What follows belongs to an exercise in optimizing a design on an open flow for small area and a short achievable clock period; a production flow would make more cautious choices.
Only simulation tests tie the RTL to the original design; equivalence was not proved. The flow treats the clock pin as an ideal source, which a real chip does not have.

### run.sh
#!/bin/bash
# synth_recipe.tcl (not shown) runs the flow's synth.tcl, then flattens the netlist and writes it again
# the make line also repeats each setting of config.mk as NAME=value (left out here)
make -C /OpenROAD-flow-scripts/flow DESIGN_CONFIG=/design/flow/config.mk WORK_HOME=/design/flow/orfs CLKGATE_MAP_FILE= SYNTH_SCRIPT=/design/flow/synth_recipe.tcl finish
### config.mk
export PLATFORM = sky130hd
export DESIGN_NAME = arithmetic_logic_unit
export DESIGN_NICKNAME = arithmetic_logic_unit
export VERILOG_FILES = /design/flow/design.v
export SDC_FILE = /design/flow/constraint.sdc
export NUM_CORES = 4
export LEC_CHECK = 0
export CAP_MARGIN = 20
export CORE_MARGIN = 2
export CORE_UTILIZATION = 40
export PLACE_DENSITY = 0.6
export SLEW_MARGIN = 20
### constraint.sdc
create_clock -name core_clock -period 250.0 [get_ports {clk}]
set_input_delay 50.0000 -clock core_clock [delete_from_list [all_inputs] [get_ports {clk}]]
set_output_delay 50.0000 -clock core_clock [all_outputs]
set_load 0.01 [all_outputs]
### design.v
package alu_pkg;
  localparam int ALU_W = 32;
  typedef enum logic [2:0] {
    ALU_ADD = 3'd0,
    ALU_SUB = 3'd1,
    ALU_MUL = 3'd2,
    ALU_DIV = 3'd3,
    ALU_AND = 3'd4,
    ALU_OR  = 3'd5,
    ALU_XOR = 3'd6,
    ALU_SLT = 3'd7
  } alu_op_e;
endpackage
module alu_signed_divider
(
  input  logic [alu_pkg::ALU_W-1:0] a,
  input  logic [alu_pkg::ALU_W-1:0] b,
  output logic [alu_pkg::ALU_W-1:0] q
);
  logic [alu_pkg::ALU_W-1:0] ma, mb, quo;
  logic [alu_pkg::ALU_W:0] rem;
  assign ma = a[alu_pkg::ALU_W-1] ? -a : a;
  assign mb = b[alu_pkg::ALU_W-1] ? -b : b;
  always_comb begin
    rem = '0;
    quo = '0;
    for (int i = alu_pkg::ALU_W - 1; i >= 0; i--) begin
      rem = {rem[alu_pkg::ALU_W-1:0], ma[i]};
      quo[i] = rem >= {1'b0, mb};
      rem = quo[i] ? rem - {1'b0, mb} : rem;
    end
  end
  assign q = (b == '0) ? '1 :
             (a == {1'b1, {(alu_pkg::ALU_W-1){1'b0}}} && b == '1) ? a :
             (a[alu_pkg::ALU_W-1] ^ b[alu_pkg::ALU_W-1]) ? -quo : quo;
endmodule
module arithmetic_logic_unit
(
  input  logic             clk,
  input  logic             rst_n,
  input  logic [alu_pkg::ALU_W-1:0] inpReadData1,
  input  logic [alu_pkg::ALU_W-1:0] inpData2,
  input  logic [2:0]       aluControl,
  output logic [alu_pkg::ALU_W-1:0] aluResult,
  output logic             outZero,
  output logic             outDivZero
);
  logic [alu_pkg::ALU_W-1:0] a, b, quo, res;
  logic div_zero;
  assign a = inpReadData1;
  assign b = inpData2;
  alu_signed_divider u_div (.a(a), .b(b), .q(quo));
  always_comb begin
    res = '0;
    case (aluControl)
      alu_pkg::ALU_ADD: res = a + b;
      alu_pkg::ALU_SUB: res = a - b;
      alu_pkg::ALU_MUL: res = $signed(a) * $signed(b);
      alu_pkg::ALU_DIV: res = quo;
      alu_pkg::ALU_AND: res = a & b;
      alu_pkg::ALU_OR:  res = a | b;
      alu_pkg::ALU_XOR: res = a ^ b;
      alu_pkg::ALU_SLT: res = {{(alu_pkg::ALU_W-1){1'b0}}, $signed(a) < $signed(b)};
      default: res = '0;
    endcase
  end
  always_ff @(posedge clk or negedge rst_n)
    if (!rst_n) div_zero <= 1'b0;
    else if (aluControl == alu_pkg::ALU_DIV && b == '0) div_zero <= 1'b1;
  assign aluResult = res;
  assign outZero = res == '0;
  assign outDivZero = div_zero;
endmodule
==> flow_summary.ini <==
[synth]
syn-num-nets = 12800
ys_ff_latch = 1
postSynth.asyncResetShare_pct = 100
syn_area_per_cell_um2 = 7.24
yosys.area_share.simple_pct = 18.9
synthAdderAreaFrac_pct = 30.5
yosys.area_share.xor_xnor_pct = 9.29
synthFlopType = dfrtp_1
synth_cells = 11100
yosys_warnings = 2
synth_compound_area_share_pct = 24.1
synth_top_family_by_area = adder cells
ys_seq_area_share_pct = 0.0313
yosysUniqueCellTypes = 116
synth_edf_count = 0
synth_area_mm2 = 0.0800
synthMuxAreaShare_pct = 10.1

[cells_and_area]
area.growth.synth_to_final_pct = 11.0
instances_no_fill = 14100
regMostFlops = div_zero
largest_register_ffs = 1
drive_gt1_share_pct = 12.9
largestRegisters = div_zero: 1 flops
final_core_util_pct = 44.6
layout.nets = 13200

[timing]
finalSetupViolations = 0
period_needed_ns = 238.87
worst_pin_slew_ns = 1.23
slew_violations = 0
max_freq_ghz = 0.00419
final_hold_viol_count = 0
slew-limit-headroom_pct = 17.5
setup_tns_ns = 0
finalCritPeriodShare_pct = 95.5
whs_ns = 0.461
clock_skew_ns = 0

[pwr]
p_sw_share_pct = 56.3
p_leak_uw = 0.0440
net-switching-power_uw = 111000
intPower_uw = 86000
peakVddDrop_mv = 5.44
p_per_area_mw_per_mm2 = 2220
power_uw = 197000

[die]
fp.dieW_um = 451
io_pins = 103
core-area_mm2 = 0.199
initial_core_util_pct = 40.1
fp.dieH_um = 451
die_area_mm2 = 0.204
rows = 164

[detailed_routing]
remaining_drc_errors = 0
antenna_left = 0
routed_wl_mm = 365
wire_per_inst_um = 25.9
vias = 86100
viasPerCell = 6.11
drtPass1Iterations = 8
drt_iter0_drc = 8173

[global_route]
grt_pass1_vias = 82700
grt_max_degree = 71
antenna_found_initial = 10
grt_pass1_wl_mm = 535
grt.total_usage_pct = 34.4
grt-ovfl-total = 0

[setup_path]
crit_path_end = outZero
setup.worst_path.end_class = output pin
crit_start = inpReadData1[3]
rrSetupSlack_ns = 249.38
r2r-end = div_zero
cp_max_fo = 57
ff2ff_path_depth = 1
rr_startpoint = div_zero
arrival_ns = 188.87
cp.required_ns = 200.00
worstSetupStartpointType = input port
critical_path_class = in2out
cp_num_buf_inv = 49
worst_path_dominant_cell_family = compound AO/OA/AOI/OAI gates
cpMaxStageDelayCell = nor4_2
crit_top_cell = o21ai_1
crit_cells = 1128
critPathMaxStageDelay_ns = 0.69

[cts]
clkLatencyLatePin_ns = 0
hold_buffers = 0
path_clk_slew_ns = 0

[worst_hold_path]
min_to = div_zero
hold_path_depth = 1
min_from = div_zero
hold_path_class = reg2reg

[place]
post-dp-hpwl_mm = 294
portBuffers = 102
placedCellCount = 14000
gp_congestion = 1.02

[flow_run]
drv_cap = 0

[run_status]
status = timing/DRC/antenna clean
[cells in the mapped netlist, drive strengths merged, types with 30 or more instances]
cell type | number | area [um^2]
a31oi | 62 | 403
a211oi | 75 | 598
nand3 | 159 | 796
or3 | 61 | 382
buf | 108 | 455
nand2 | 1155 | 4340
nor4 | 74 | 524
mux2i | 191 | 1930
a21boi | 203 | 1530
xnor2 | 602 | 5270
fa | 440 | 8810
xor2 | 246 | 2150
and3 | 67 | 424
o31ai | 89 | 682
o211ai | 49 | 378
inv | 1135 | 4260
and2 | 56 | 353
nor2b | 101 | 632
nor3 | 154 | 782
o21a | 109 | 818
o21ai | 741 | 3720
clkbuf | 240 | 901
a21oi | 790 | 3970
o22ai | 39 | 244
or2 | 30 | 188
nand4 | 221 | 1390
nand2b | 78 | 488
mux2 | 546 | 6150
ha | 1243 | 15600
o21bai | 134 | 1010
a21o | 381 | 2860
nor2 | 1008 | 3780
[kinds of logic after synthesis]
group,after synthesis
XOR/XNOR,848
adder cells (fa/ha/maj),1683
AO/OA/AOI/OAI,3002
AND/OR/NAND/NOR,3283
multiplexers,738
buffers and inverters,1495
flip-flops,1
[placed cells by master (no fill, tap or decap), types with 56 or more instances in the layout]
cell / synthesis / routed
ha_1: 1243 / 1242
nand2_1: 1155 / 1152
inv_1: 1133 / 1132
nor2_1: 1008 / 1003
a21oi_1: 787 / 772
buf_4: 1 / 598
xnor2_1: 602 / 570
o21ai_0: 731 / 558
mux2_2: 539 / 538
fa_1: 440 / 440
a21o_1: 381 / 381
xor2_1: 246 / 246
nand4_1: 220 / 220
o21ai_1: 9 / 162
mux2i_1: 189 / 162
nand3_1: 159 / 156
nor3_1: 153 / 148
o21bai_1: 134 / 132
o21a_1: 109 / 109
nor2b_1: 101 / 101
a21boi_0: 200 / 94
clkdlybuf4s50_1: 0 / 92
a21boi_1: 2 / 91
o31ai_1: 88 / 84
nand2b_1: 78 / 78
and3_1: 66 / 65
nor4_1: 67 / 63
or3_1: 61 / 59
a211oi_1: 68 / 57
a31oi_1: 61 / 56
[timing repair]
item | 4_1_cts | 5_1_grt
endpoints found under the setup margin | 33 | 33
gates resized for setup | 59 | 370
gates cloned | 0 | 1
setup buffers | 7 | 39
pin swaps | 9 | 67
[per-layer routing]
| metal | vias up | track usage, % | routed length, um |
|---|---|---|---|
| li1 | 39800 | - | - |
| met1 | 41600 | 45.7 | 156000 |
| met2 | 3759 | 54.7 | 159000 |
| met3 | 838 | 4.14 | 28000 |
| met4 | 4 | 17.1 | 22700 |
| met5 | - | 0 | 27 |
[cell type report]
class / count / area (um^2)
sequential: 1 / 25.0
tap: 2656 / 3320
fill: 20300 / 110000
antenna: 4 / 10.0
inverter: 1147 / 4310
multi-input combinational: 9554 / 75400
timing repair buffer: 715 / 5710
[through the flow]
stage	cell area (um^2)	setup WS (ns)
2_1_floorplan	80200	0.0362
3_3_place_gp	87700	0.434
3_5_place_dp	87700	-3.01
4_1_cts	87900	0.0499
5_1_grt	88800	-0.489
6_report	88800	11.13

## afterwards: timing with drivers on the ports
The results above use ideal ports. As a check the final layout listed here was re-extracted and re-timed, cells and wires unchanged.
Step 1 sets driving cells, clkbuf_16 on the clock port and buf_2 on the other inputs (assumed; they add their load-dependent delay and slew).
Step 2 adds t to the input delays and takes it off the output delays; t is the mean of the earliest and latest rising clock arrival at the registers after step 1. Input paths then give back, and output paths get back, about the clock's delay inside the block.
Slacks: no drivers / after step 1 / after step 2; pairs: no drivers / after step 1.
shift t [ns]: 0.003
setup WS [ns]: 11.130 / 11.106 / 11.106
hold slack, ns: 0.461 / 0.467 / 0.467
worst data-port slew with drivers (ns): 0.14
pins driven straight from the clock port: 1
After both steps this run still meets setup and hold. For this run, drivers alone change the setup slack by -0.024 ns; drivers and shift together by -0.024 ns.
